What follows belongs to an exercise in optimizing a design on an open flow for small area, a short achievable clock period and few clock cycles per item; a production flow would make more cautious choices. Only simulation tests tie the RTL to the original design; equivalence was not proved. Power figures rest on the tool's default switching activity, not on a simulated workload.

== maple ==
Design wall_grid_neighbor_smoothing_core, start of the top module:
module wall_grid_neighbor_smoothing_core (
	input  logic                                clk,
	input  logic                                arst_n,
	input  logic                                s_axis_tvalid,
	output logic                                s_axis_tready,
	input  logic [wgns_pkg::IN_DATA_W-1:0]      s_axis_tdata,   
	output logic                                m_axis_tvalid,
	input  logic                                m_axis_tready,
	output logic [wgns_pkg::OUT_DATA_W-1:0]     m_axis_tdata,   
	output logic [wgns_pkg::OUT_USER_W-1:0]     m_axis_tuser,   
	output logic                                m_axis_tlast,   
	input  logic                                cfg_we,
	input  logic [wgns_pkg::CFG_IDX_W-1:0]      cfg_index,
	input  logic [wgns_pkg::CFG_DATA_W-1:0]     cfg_wdata
);
For scale: about 1,300 cells after synthesis, about 610 flip-flops, ~53 I/O pins.
clock: 5.0 ns
lec_check: 0
abc_area: 1
cap_margin: 20
core_margin: 2
core_utilization: 60
cts_buf_list: sky130_fd_sc_hd__clkbuf_8
cts_cluster_diameter: 60
cts_cluster_size: 20
hold_slack_margin: 0
setup_slack_margin: 2.9
slew_margin: 20
run.sh (not shown) runs the stock make flow with config.mk's settings and CLKGATE_MAP_FILE= SYNTH_SCRIPT=/design/flow/synth_recipe.tcl, a recipe that flattens the netlist after the stock synthesis.
Testbench counts of maple, summed over its fixed seeds: cycles 72,316, items 68,207.
Relative to maple, the following input files were edited for onyx:
# maple
export LEC_CHECK = 0
export ABC_AREA = 1
export CAP_MARGIN = 20
export CORE_MARGIN = 2
export CORE_UTILIZATION = 60
export CTS_BUF_LIST = sky130_fd_sc_hd__clkbuf_8
export CTS_CLUSTER_DIAMETER = 60
export CTS_CLUSTER_SIZE = 20
export HOLD_SLACK_MARGIN = 0
export SETUP_SLACK_MARGIN = 2.9
export SLEW_MARGIN = 20
create_clock -name core_clock -period 5.0 [get_ports {clk}]
# onyx
export LEC_CHECK = 0
export CAP_MARGIN = 20
export CORE_MARGIN = 2
export CORE_UTILIZATION = 60
export CTS_BUF_LIST = sky130_fd_sc_hd__clkbuf_8
export CTS_CLUSTER_DIAMETER = 60
export CTS_CLUSTER_SIZE = 20
export HOLD_SLACK_MARGIN = 0
export SETUP_SLACK_MARGIN = 2.85
export SLEW_MARGIN = 20
create_clock -name core_clock -period 5.0 [get_ports {clk}]
Results
- Status | maple and onyx | clean
- onyx vs. maple: power consumption went down by about 13%.
- Cmp maple and onyx / utilization / lower: onyx
- onyx vs. maple: depth of the worst register-to-register path shows an increase of 3, reported combinational group power shows a reduction of about 11%, placed cell area shows no meaningful change.
- Diff maple -> onyx | first-pass GRT wire length | down by a little under 10%
- Status: chip height parity (onyx, maple)
- Taking maple as the reference point, the number of cells produced by synthesis of onyx falls by 165.
- input port to asynchronous set/reset pin as the worst min-delay path category was reported by maple, and flop to flop by onyx.
Modified inputs, sierra compared to onyx
# onyx
export LEC_CHECK = 0
export CAP_MARGIN = 20
export CORE_MARGIN = 2
export CORE_UTILIZATION = 60
export CTS_BUF_LIST = sky130_fd_sc_hd__clkbuf_8
export CTS_CLUSTER_DIAMETER = 60
export CTS_CLUSTER_SIZE = 20
export HOLD_SLACK_MARGIN = 0
export SETUP_SLACK_MARGIN = 2.85
export SLEW_MARGIN = 20
create_clock -name core_clock -period 5.0 [get_ports {clk}]
# sierra
export LEC_CHECK = 0
export CAP_MARGIN = 20
export CORE_MARGIN = 2
export CORE_UTILIZATION = 55
export CTS_BUF_LIST = sky130_fd_sc_hd__clkbuf_8
export CTS_CLUSTER_DIAMETER = 55
export CTS_CLUSTER_SIZE = 18
export HOLD_SLACK_MARGIN = 0
export SETUP_SLACK_MARGIN = 2.9
export SLEW_MARGIN = 20
create_clock -name core_clock -period 5.0 [get_ports {clk}]
Notes after the runs:
Measured against each other, sierra and onyx differ in core utilization, the lower figure coming from sierra. Compared with onyx, in sierra power density over the cells higher, share of synthesized area occupied by flip-flops and latches stayed essentially flat. sierra vs onyx: non-clock buffer count up in sierra. Routed wire in sierra totals more than in onyx.

Setup of run 1:
Starting RTL as in the previous note.
make LEC_CHECK=0 CAP_MARGIN=20 CORE_MARGIN=2 CORE_UTILIZATION=65 CTS_BUF_LIST=sky130_fd_sc_hd__clkbuf_8 CTS_CLUSTER_DIAMETER=60 CTS_CLUSTER_SIZE=20 HOLD_SLACK_MARGIN=0 SETUP_SLACK_MARGIN=2.9 SLEW_MARGIN=20 finish   # period 5.0 ns
Testbench counts of run 1, summed over its fixed seeds: cycles 72,316, items 68,207.
Here is what was changed in the inputs of run 2 compared with run 1.
- CORE_UTILIZATION: 65 -> 60
- SETUP_SLACK_MARGIN: 2.9 -> 2.8
Findings:
Having completed the whole flow, run 2 delivered a layout that passed the timing, design-rule and antenna checks.
Fraction of synthesized area in multiplexers: run 2 vs run 1 identical
Area growth from synthesis to layout in run 2 is 1.4 points lower than in run 1
Setup slack in run 2 is smaller than in run 1.
In the floorplan summary, run 2 is listed with a die area greater than that of run 1.
Changes observed in run 2 relative to run 1: layout clock buffer count decreased by 2.4% relative to the old numbers; portion of total power attributed to sequential cells increased by 1.2 points relative to the old numbers; post-route cell area decreased by 1.3% relative to the old numbers.
Changes in run 3 relative to run 2:
- SETUP_SLACK_MARGIN: 2.8 -> 2.9
--- outcome ---
- No run among run 3 and run 2 stopped early or left any final violation; all are clean.
- In terms of overall fraction of global-route tracks in use, run 3 and run 2 differ only marginally.
- Run 3 -> run 2: total length of routed wires flat
- Arrival time reported for the critical path endpoint: run 3 lower than run 2
- For the growth of design area from synthesis to finish, run 3 came in 0.98 points higher than run 2 did.
Relative to run 3, the following input files were edited for run 4:
- CORE_UTILIZATION changed from 60 to 70
- CTS_CLUSTER_DIAMETER changed from 60 to 50
--- outcome ---
Against run 3, run 4 comes in 0.0074 ns lower on hold slack.
The maximum clock rate of run 4 was inferior to that of run 3.
The more densely filled core belongs to run 4, not run 3.
Sort run 3 and run 4 by clock insertion delay at the later pin of the skew report desc -> top: run 3
Re horizontal die dimension: run 3 was higher than run 4.
Detailed placer's ending HPWL up 1.2% in run 4 wrt run 3
Run 4 vs. run 3: met2 demand-to-capacity share in global routing went up by 4.9 points.
Looking only at power consumption, and setting everything else aside, the lower value of run 3 and run 4 goes to run 3.
NOTE: placed standard-cell area in run 4 falls short of that of run 3
Switching fraction of total power essentially unchanged between run 4 and run 3.

main:
wall_grid_neighbor_smoothing_core again, from the RTL that the note above started with.
export LEC_CHECK = 0
export CAP_MARGIN = 20
export CORE_MARGIN = 2
export CORE_UTILIZATION = 60
export CTS_BUF_LIST = sky130_fd_sc_hd__clkbuf_8
export CTS_CLUSTER_DIAMETER = 60
export CTS_CLUSTER_SIZE = 20
export HOLD_SLACK_MARGIN = 0
export SETUP_SLACK_MARGIN = 3.0
export SLEW_MARGIN = 20
create_clock -name core_clock -period 5.0 [get_ports {clk}]
main ended with every stage complete and zero timing, DRC or antenna violations.
Testbench counts of main, summed over its fixed seeds: cycles 72,316, items 68,207.
Inputs modified between main and the feature branch:
# main
export LEC_CHECK = 0
export CAP_MARGIN = 20
export CORE_MARGIN = 2
export CORE_UTILIZATION = 60
export CTS_BUF_LIST = sky130_fd_sc_hd__clkbuf_8
export CTS_CLUSTER_DIAMETER = 60
export CTS_CLUSTER_SIZE = 20
export HOLD_SLACK_MARGIN = 0
export SETUP_SLACK_MARGIN = 3.0
export SLEW_MARGIN = 20
create_clock -name core_clock -period 5.0 [get_ports {clk}]
# the feature branch
export LEC_CHECK = 0
export CAP_MARGIN = 20
export CORE_MARGIN = 2
export CORE_UTILIZATION = 60
export CTS_BUF_LIST = sky130_fd_sc_hd__clkbuf_8
export CTS_CLUSTER_DIAMETER = 80
export CTS_CLUSTER_SIZE = 16
export HOLD_SLACK_MARGIN = 0
export SETUP_SLACK_MARGIN = 2.9
export SLEW_MARGIN = 20
create_clock -name core_clock -period 5.0 [get_ports {clk}]
Results
The feature branch -> main: sequential cell area flat. Going from main to the feature branch, worst hold margin -14 ps; power in sequential cells rose about 0.6%; total area of multi-input combinational cells shows a reduction of 4.1%; global routing usage on met3 increased by 0.47 points relative to the old numbers. Compared with main, the feature branch shows a worst setup slack that is 32 ps lower. Diff main -> the feature branch | routed wire length per instance | down slightly. Lower non-clock buffer total of the final layout was reported by the feature branch, not main. The feature branch vs main: area growth from synthesis to final layout down in the feature branch. NOTE total power draw main->the feature branch decreased slightly. NOTE wire length main->the feature branch decreased by a few percent.

wall_grid_neighbor_smoothing_core again, from the RTL that the note above started with.
// wall_grid_neighbor_smoothing_core
module wall_grid_neighbor_smoothing_core (
	input  logic                                clk,
	input  logic                                arst_n,
	input  logic                                s_axis_tvalid,
	output logic                                s_axis_tready,
	input  logic [wgns_pkg::IN_DATA_W-1:0]      s_axis_tdata,   
	output logic                                m_axis_tvalid,
	input  logic                                m_axis_tready,
	output logic [wgns_pkg::OUT_DATA_W-1:0]     m_axis_tdata,   
	output logic [wgns_pkg::OUT_USER_W-1:0]     m_axis_tuser,   
	output logic                                m_axis_tlast,   
	input  logic                                cfg_we,
	input  logic [wgns_pkg::CFG_IDX_W-1:0]      cfg_index,
	input  logic [wgns_pkg::CFG_DATA_W-1:0]     cfg_wdata
);
make LEC_CHECK=0 CAP_MARGIN=20 CORE_MARGIN=2 CORE_UTILIZATION=60 CTS_BUF_LIST=sky130_fd_sc_hd__clkbuf_8 CTS_CLUSTER_DIAMETER=60 CTS_CLUSTER_SIZE=20 HOLD_SLACK_MARGIN=0 SETUP_SLACK_MARGIN=2.9 SLEW_MARGIN=20 TNS_END_PERCENT=30 finish   # period 5.0 ns
Testbench counts at the start, summed over its fixed seeds: cycles 72,316, items 68,207.
Edit:
GPL_ROUTABILITY_DRIVEN = 0   (was default)
TNS_END_PERCENT = default   (was 30)
- The new run passed the timing, design-rule and antenna checks
- wire length is higher slightly
- critical path depth falls by 3
- cell area came out higher slightly
- clock power stays flat
- die area is unchanged
- sequential power decreases slightly
- setup slack got worse by 0.027 ns
- power barely changes
- first-iteration DRC count increases by roughly a tenth

static timing again, ports no longer ideal:
The flow's constraints put no driver on any port. The routed layouts listed below were extracted and timed again, unchanged, in two steps.
Step 1 assumes that a clkbuf_16 drives the clock port and a buf_2 every other input.
Step 2 adds t to the input delays and takes it off the output delays; t is the mean of the earliest and latest rising clock arrival at the registers after step 1. Input paths then give back, and output paths get back, about the clock's delay inside the block.
a / b / c = ideal / step 1 / step 2; a / b = the first two.
run | t, ns | setup WS [ns] | worst setup path at the end | cell pins on the clock port's net
maple | 0.637 | 2.830 / 2.778 / 2.361 | input to register | 1
onyx | 0.659 | 2.802 / 2.751 / 2.256 | input to register | 1
sierra | 0.667 | 2.779 / 2.729 / 2.276 | input to register | 1
run 1 | 0.617 | 2.844 / 2.796 / 2.332 | input to register | 1
run 2 | 0.650 | 2.805 / 2.754 / 2.244 | input to register | 1
run 3 | 0.651 | 2.820 / 2.770 / 2.332 | input to register | 1
run 4 | 0.635 | 2.806 / 2.756 / 2.335 | input to register | 1
main | 0.635 | 2.806 / 2.756 / 2.415 | input to register | 1
the feature branch | 0.663 | 2.775 / 2.726 / 2.262 | input to register | 1
the first run of note 4 | 0.630 | 2.812 / 2.778 / 2.241 | input to register | 1
the second run of note 4 | 0.663 | 2.784 / 2.734 / 2.314 | input to register | 1
After both steps every run listed still meets setup and hold. The setup slack of the first run of note 4, which loses most, moves by -0.034 ns with the drivers and by -0.571 ns with both steps.
